What follows belongs to an exercise in optimizing a design on an open flow for small area and a short achievable clock period; a production flow would make more cautious choices.
Where RTL was checked, it was by simulation tests only, not by an equivalence proof against the original.

== build 74 ==
==> module read_arbiter, before the edit <==
module read_arbiter (
    input  logic                                     clk,
    input  logic                                     rst_n,
    input  logic [4-1:0]                re,
    input  logic [2*4-1:0]              rsel,
    input  logic [5*4-1:0] raddr,
    output logic [4-1:0]                rvalid,
    output logic [16*4-1:0] rdata,
    output logic [(1<<5)-1:0]           ram_rrow,
    input  logic [16-1:0]                ram_rdata,
    output logic                                     fifo_re,
    input  logic [16-1:0]                fifo_rdata,
    input  logic                                     fifo_empty
);
    logic [4-1:0] ram_req;
    logic [4-1:0] fifo_req;
    logic [4-1:0] rvalid_q;
    logic [1:0][16-1:0] ram_word_q;
    logic [1:0][16-1:0] fifo_word_q;
    always_comb begin
        for (int c = 0; c < 4; c++) begin
            ram_req[c]  = re[c] && (rsel[2*c +: 2] == 2'd1);
            fifo_req[c] = re[c] && (rsel[2*c +: 2] == 2'd2);
        end
    end
    logic [4-1:0][(1<<5)-1:0] chan_row_n;
    for (genvar c = 0; c < 4; c++) begin : g_dec
        chan_row_dec i_chan_row_dec (
            .re    (re[c]),
            .rsel  (rsel[2*c +: 2]),
            .raddr (raddr[c*5 +: 5]),
            .row_n (chan_row_n[c])
        );
    end
    row_merge i_row_merge (
        .row_n (chan_row_n),
        .row   (ram_rrow)
    );
    assign fifo_re = |fifo_req && !fifo_empty;
    always_ff @(posedge clk) begin
        if (!rst_n) begin
            rvalid_q <= '0;
        end else begin
            for (int c = 0; c < 4; c++) begin
                rvalid_q[c] <= ram_req[c] || (fifo_req[c] && !fifo_empty);
            end
        end
    end
    for (genvar p = 0; p < 2; p++) begin : g_pair
        word_reg i_ram_word (
            .clk (clk),
            .d   (ram_rdata),
            .q   (ram_word_q[p])
        );
        word_reg i_fifo_word (
            .clk (clk),
            .d   (fifo_rdata),
            .q   (fifo_word_q[p])
        );
    end
    assign rvalid = rvalid_q;
    for (genvar c = 0; c < 4; c++) begin : g_chan
        for (genvar b = 0; b < 16; b += 4) begin : g_slice
            rdata_slice i_slice (
                .clk       (clk),
                .from_ram  (ram_req[c]),
                .from_fifo (rsel[2*c + 1]),
                .ram_word  (ram_word_q[c/2][b +: 4]),
                .fifo_word (fifo_word_q[c/2][b +: 4]),
                .rdata     (rdata[c*16 + b +: 4])
            );
        end
    end
endmodule
==> module word_reg, before the edit <==
module word_reg (
    input  logic                      clk,
    input  logic [16-1:0] d,
    output logic [16-1:0] q
);
    always_ff @(posedge clk) begin
        q <= d;
    end
endmodule
clock: 4.0 ns
lec_check: 0
cap_margin: 20
core_margin: 2
core_utilization: 50
cts_cluster_diameter: 80
cts_cluster_size: 25
setup_slack_margin: 2.0
slew_margin: 20
synth_hierarchical: 1
standard.sh (not shown) runs the stock make flow with config.mk's settings and CLKGATE_MAP_FILE= SYNTH_SCRIPT=/design/flow/synth_recipe.tcl, a recipe that flattens the netlist after the stock synthesis.
==> flow/flow/run.sh <==
#!/bin/bash
# Layout flow: the standard ORFS flow (standard.sh), unchanged synthesis,
# with plain buffers on the ports instead of the delay cells buffer_ports
# picks by default. Each step's output goes to a log of its own here.
set -euo pipefail
export BUFFER_PORTS_ARGS="-buffer_cell sky130_fd_sc_hd__buf_2"
bash standard.sh synth > synth.log 2>&1
bash standard.sh floorplan > floorplan.log 2>&1
bash standard.sh place > place.log 2>&1
bash standard.sh cts > cts.log 2>&1
bash standard.sh route > route.log 2>&1
bash standard.sh finish > finish.log 2>&1
Relative to build 74, the following input files were edited for trial 22:
--- a/flow/design.v
+++ b/flow/design.v
@@ -205,12 +205,12 @@
     input  logic                                     fifo_empty
 );
     logic [4-1:0] ram_req;
     logic [4-1:0] fifo_req;
     logic [4-1:0] rvalid_q;
-    logic [1:0][16-1:0] ram_word_q;
-    logic [1:0][16-1:0] fifo_word_q;
+    logic [16-1:0] ram_word_q;
+    logic [16-1:0] fifo_word_q;
     always_comb begin
         for (int c = 0; c < 4; c++) begin
             ram_req[c]  = re[c] && (rsel[2*c +: 2] == 2'd1);
             fifo_req[c] = re[c] && (rsel[2*c +: 2] == 2'd2);
         end
@@ -236,31 +236,23 @@
             for (int c = 0; c < 4; c++) begin
                 rvalid_q[c] <= ram_req[c] || (fifo_req[c] && !fifo_empty);
             end
         end
     end
-    for (genvar p = 0; p < 2; p++) begin : g_pair
-        word_reg i_ram_word (
-            .clk (clk),
-            .d   (ram_rdata),
-            .q   (ram_word_q[p])
-        );
-        word_reg i_fifo_word (
-            .clk (clk),
-            .d   (fifo_rdata),
-            .q   (fifo_word_q[p])
-        );
+    always_ff @(posedge clk) begin
+        ram_word_q  <= ram_rdata;
+        fifo_word_q <= fifo_rdata;
     end
     assign rvalid = rvalid_q;
     for (genvar c = 0; c < 4; c++) begin : g_chan
         for (genvar b = 0; b < 16; b += 4) begin : g_slice
             rdata_slice i_slice (
                 .clk       (clk),
                 .from_ram  (ram_req[c]),
                 .from_fifo (rsel[2*c + 1]),
-                .ram_word  (ram_word_q[c/2][b +: 4]),
-                .fifo_word (fifo_word_q[c/2][b +: 4]),
+                .ram_word  (ram_word_q[b +: 4]),
+                .fifo_word (fifo_word_q[b +: 4]),
                 .rdata     (rdata[c*16 + b +: 4])
             );
         end
     end
 endmodule
@@ -326,19 +318,10 @@
     input  logic [W-1:0] a,
     output logic [W-1:0] y_n
 );
     assign y_n = ~({W{en}} & a);
 endmodule
-module word_reg (
-    input  logic                      clk,
-    input  logic [16-1:0] d,
-    output logic [16-1:0] q
-);
-    always_ff @(posedge clk) begin
-        q <= d;
-    end
-endmodule
 `timescale 1ns/1ns
 module write_arbiter (
     input  logic                                     clk,
     input  logic                                     rst_n,
     input  logic [4-1:0]                we,
Notes after the runs:
Trial 22 reached the final stage; the timing, DRC and antenna checks on its layout passed. Delta (trial 22 minus build 74): number of sequential cells in the layout decreased by 2.7% relative to the old numbers, via count fell by about 0.7%, clock net sink count has decreased, area growth from synthesis to layout decreased by 1.3 points relative to the old numbers, combined area of all synthesized cells down 1.4%.
Only the layout flow was run in trial 22; the RTL was not checked for function there.

* * *

run A:
region with an RTL version that a note above also has.
For scale: ~2,900 cells after synthesis, ~1,200 flip-flops, about 200 I/O pins, ~45,000 µm² of cells after synthesis.
==> module region_fifo, before the edit <==
module region_fifo (
    input  logic                      clk,
    input  logic                      rst_n,
    input  logic                      re,
    output logic [16-1:0] head,
    input  logic                      we,
    input  logic [16-1:0] wdata,
    output logic                      empty,
    output logic                      almostfull
);
    localparam int unsigned DEPTH = 1 << 5;
    localparam logic [5:0] AFULL_LEVEL = (5+1)'(DEPTH - 4);
    logic [DEPTH-1:0][16-1:0] mem;
    logic [5:0]   count;
    logic [3:0]                head_lo, head_lo_nxt;
    logic [DEPTH/4-1:0]        head_hi, head_hi_nxt;
    logic                      do_wr;
    logic [DEPTH-1:0]          hrow;
    logic [5:0]   count_up, count_dn, count_nxt;
    assign do_wr = we && !count[5];
    localparam int unsigned SW = (5 + 1) + 4 + DEPTH/4 + 2;
    logic [5:0] count_nord, count_rd;
    logic [3:0]              head_lo_nord, head_lo_rd;
    logic [DEPTH/4-1:0]      head_hi_nord, head_hi_rd;
    logic                    empty_nord, empty_rd;
    logic                    afull_nord, afull_rd;
    logic [SW-1:0]           state_nxt;
    logic                    empty_nxt, afull_nxt;
    assign count_up = count + 1'b1;
    assign count_dn = count - 1'b1;
    always_comb begin
        if (do_wr) begin
            count_nord   = count_up;
            head_lo_nord = {head_lo[2:0], head_lo[3]};
            head_hi_nord = head_lo[3] ? {head_hi[DEPTH/4-2:0], head_hi[DEPTH/4-1]} : head_hi;
            empty_nord   = 1'b0;
            afull_nord   = (count_up >= AFULL_LEVEL);
            count_rd     = count;
            head_lo_rd   = head_lo;
            head_hi_rd   = head_hi;
            empty_rd     = 1'b0;
            afull_rd     = almostfull;
        end else begin
            count_nord   = count;
            head_lo_nord = head_lo;
            head_hi_nord = head_hi;
            empty_nord   = empty;
            afull_nord   = almostfull;
            count_rd     = count_dn;
            head_lo_rd   = {head_lo[0], head_lo[3:1]};
            head_hi_rd   = head_lo[0] ? {head_hi[0], head_hi[DEPTH/4-1:1]} : head_hi;
            empty_rd     = (count_dn == '0);
            afull_rd     = (count_dn >= AFULL_LEVEL);
        end
    end
    late_sel #(.W(SW)) i_late_sel (
        .s (re),
        .a ({count_rd,   head_lo_rd,   head_hi_rd,   empty_rd,   afull_rd}),
        .b ({count_nord, head_lo_nord, head_hi_nord, empty_nord, afull_nord}),
        .y (state_nxt)
    );
    assign {count_nxt, head_lo_nxt, head_hi_nxt, empty_nxt, afull_nxt} = state_nxt;
    always_ff @(posedge clk) begin
        if (!rst_n) begin
            count      <= '0;
            head_lo    <= 4'b1000;
            head_hi    <= {1'b1, {(DEPTH/4-1){1'b0}}};
            empty      <= 1'b1;
            almostfull <= 1'b0;
        end else begin
            count      <= count_nxt;
            head_lo    <= head_lo_nxt;
            head_hi    <= head_hi_nxt;
            empty      <= empty_nxt;
            almostfull <= afull_nxt;
        end
    end
    always_ff @(posedge clk) begin
        if (do_wr) begin
            mem <= {mem[DEPTH-2:0], wdata};
        end
    end
    always_comb begin
        for (int i = 0; i < DEPTH; i++) begin
            hrow[i] = head_lo[i%4] && head_hi[i/4];
        end
    end
    row_mux i_row_mux (
        .row  (hrow),
        .mem  (mem),
        .word (head)
    );
endmodule
clock: 4.0 ns
lec_check: 0
cap_margin: 20
core_margin: 2
core_utilization: 50
cts_cluster_diameter: 80
cts_cluster_size: 25
setup_slack_margin: 1.8
slew_margin: 20
synth_hierarchical: 1
==> flow/flow/run.sh <==
#!/bin/bash
# Layout flow: the standard ORFS flow (standard.sh), unchanged synthesis,
# with plain buffers on the ports instead of the delay cells buffer_ports
# picks by default, and a clock tree without dummy loads. Each step's output
# goes to a log of its own here.
set -euo pipefail
export BUFFER_PORTS_ARGS="-buffer_cell sky130_fd_sc_hd__buf_2"
export CTS_ARGS="-sink_clustering_enable -repair_clock_nets -sink_clustering_size 25 -sink_clustering_max_diameter 80 -dont_use_dummy_load"
bash standard.sh synth > synth.log 2>&1
bash standard.sh floorplan > floorplan.log 2>&1
bash standard.sh place > place.log 2>&1
bash standard.sh cts > cts.log 2>&1
bash standard.sh route > route.log 2>&1
bash standard.sh finish > finish.log 2>&1
Run A: PASS, flow complete, no timing, DRC or antenna violations
[inputs] run B vs run A
diff --git a/flow/design.v b/flow/design.v
--- a/flow/design.v
+++ b/flow/design.v
@@ -97,71 +97,77 @@
     output logic                      almostfull
 );
     localparam int unsigned DEPTH = 1 << 5;
     localparam logic [5:0] AFULL_LEVEL = (5+1)'(DEPTH - 4);
     logic [DEPTH-1:0][16-1:0] mem;
-    logic [5:0]   count;
     logic [3:0]                head_lo, head_lo_nxt;
     logic [DEPTH/4-1:0]        head_hi, head_hi_nxt;
+    logic                      full, full_nxt;
     logic                      do_wr;
     logic [DEPTH-1:0]          hrow;
-    logic [5:0]   count_up, count_dn, count_nxt;
-    assign do_wr = we && !count[5];
-    localparam int unsigned SW = (5 + 1) + 4 + DEPTH/4 + 2;
-    logic [5:0] count_nord, count_rd;
-    logic [3:0]              head_lo_nord, head_lo_rd;
-    logic [DEPTH/4-1:0]      head_hi_nord, head_hi_rd;
-    logic                    empty_nord, empty_rd;
-    logic                    afull_nord, afull_rd;
-    logic [SW-1:0]           state_nxt;
-    logic                    empty_nxt, afull_nxt;
-    assign count_up = count + 1'b1;
-    assign count_dn = count - 1'b1;
+    assign do_wr = we && !full;
+    localparam int unsigned SW = 4 + DEPTH/4 + 3;
+    logic [3:0]         head_lo_nord, head_lo_rd;
+    logic [DEPTH/4-1:0] head_hi_nord, head_hi_rd;
+    logic               empty_nord, empty_rd;
+    logic               full_nord, full_rd;
+    logic               afull_nord, afull_rd;
+    logic               afull_up, afull_dn;
+    logic [SW-1:0]      state_nxt;
+    logic               empty_nxt, afull_nxt;
+    always_comb begin
+        afull_up = 1'b0;
+        afull_dn = 1'b0;
+        for (int i = 0; i < DEPTH; i++) begin
+            if (i >= int'(AFULL_LEVEL) - 2 && i <= DEPTH - 2) afull_up |= hrow[i];
+            if (i >= int'(AFULL_LEVEL)) afull_dn |= hrow[i];
+        end
+    end
     always_comb begin
         if (do_wr) begin
-            count_nord   = count_up;
             head_lo_nord = {head_lo[2:0], head_lo[3]};
             head_hi_nord = head_lo[3] ? {head_hi[DEPTH/4-2:0], head_hi[DEPTH/4-1]} : head_hi;
             empty_nord   = 1'b0;
-            afull_nord   = (count_up >= AFULL_LEVEL);
-            count_rd     = count;
+            full_nord    = hrow[DEPTH-2];
+            afull_nord   = afull_up;
             head_lo_rd   = head_lo;
             head_hi_rd   = head_hi;
             empty_rd     = 1'b0;
+            full_rd      = 1'b0;
             afull_rd     = almostfull;
         end else begin
-            count_nord   = count;
             head_lo_nord = head_lo;
             head_hi_nord = head_hi;
             empty_nord   = empty;
+            full_nord    = full;
             afull_nord   = almostfull;
-            count_rd     = count_dn;
             head_lo_rd   = {head_lo[0], head_lo[3:1]};
             head_hi_rd   = head_lo[0] ? {head_hi[0], head_hi[DEPTH/4-1:1]} : head_hi;
-            empty_rd     = (count_dn == '0);
-            afull_rd     = (count_dn >= AFULL_LEVEL);
+            empty_rd     = hrow[0];
+            full_rd      = 1'b0;
+            afull_rd     = afull_dn;
         end
     end
     late_sel #(.W(SW)) i_late_sel (
         .s (re),
-        .a ({count_rd,   head_lo_rd,   head_hi_rd,   empty_rd,   afull_rd}),
-        .b ({count_nord, head_lo_nord, head_hi_nord, empty_nord, afull_nord}),
+        .a ({head_lo_rd,   head_hi_rd,   empty_rd,   full_rd,   afull_rd}),
+        .b ({head_lo_nord, head_hi_nord, empty_nord, full_nord, afull_nord}),
         .y (state_nxt)
     );
-    assign {count_nxt, head_lo_nxt, head_hi_nxt, empty_nxt, afull_nxt} = state_nxt;
+    assign {head_lo_nxt, head_hi_nxt, empty_nxt, full_nxt, afull_nxt} = state_nxt;
     always_ff @(posedge clk) begin
         if (!rst_n) begin
-            count      <= '0;
             head_lo    <= 4'b1000;
             head_hi    <= {1'b1, {(DEPTH/4-1){1'b0}}};
             empty      <= 1'b1;
+            full       <= 1'b0;
             almostfull <= 1'b0;
         end else begin
-            count      <= count_nxt;
             head_lo    <= head_lo_nxt;
             head_hi    <= head_hi_nxt;
             empty      <= empty_nxt;
+            full       <= full_nxt;
             almostfull <= afull_nxt;
         end
     end
     always_ff @(posedge clk) begin
         if (do_wr) begin
### Flow results
- Run B vs run A: synthesized net count down
- NOTE via total after detailed routing run A->run B decreased slightly
- Run B and run A ended up with roughly the same sequential share of layout area.
- Note that the global-route wire length before repair recorded for run B amounts to 0.939 times the value seen in run A.
- Looking only at final area, and setting everything else aside, the higher value of run B and run A goes to run A.
- Run B: synthesized instance count 2.2% below run A
- Summary of run B over run A: slack of the worst reg-to-reg path decreased 0.12 ns, number of cell rows decreased 1.
No functional check of the RTL was part of run A.

-- static timing again, ports no longer ideal --
In the flow no input, the clock included, has a driving cell. The finished layouts below were timed again as built, in two steps.
Step 1, drivers: a clkbuf_16 drives clk and a buf_2 each remaining input, both assumed.
Step 2 times the ports against the registers' clock, not the clock port: input delays grow and output delays shrink by t, the midpoint of the rising clock arrivals with the driver on.
Three values: ideal, step 1, step 2; two values: the first two.
run | t (ns) | slack for setup (ns) | hold slack, ns
build 74 | 0.730 | 1.820 / 1.747 / 1.188 | 0.384 / 0.332 / 0.410
trial 22 | 0.722 | 1.769 / 1.700 / 1.242 | 0.376 / 0.336 / 0.418
run A | 0.709 | 1.759 / 1.689 / 1.064 | 0.379 / 0.349 / 0.382
run B | 0.672 | 1.765 / 1.707 / 1.125 | 0.389 / 0.346 / 0.409
After both steps every run listed still meets setup and hold. The setup slack of run A, which loses most, moves by -0.070 ns with the drivers and by -0.695 ns with both steps.
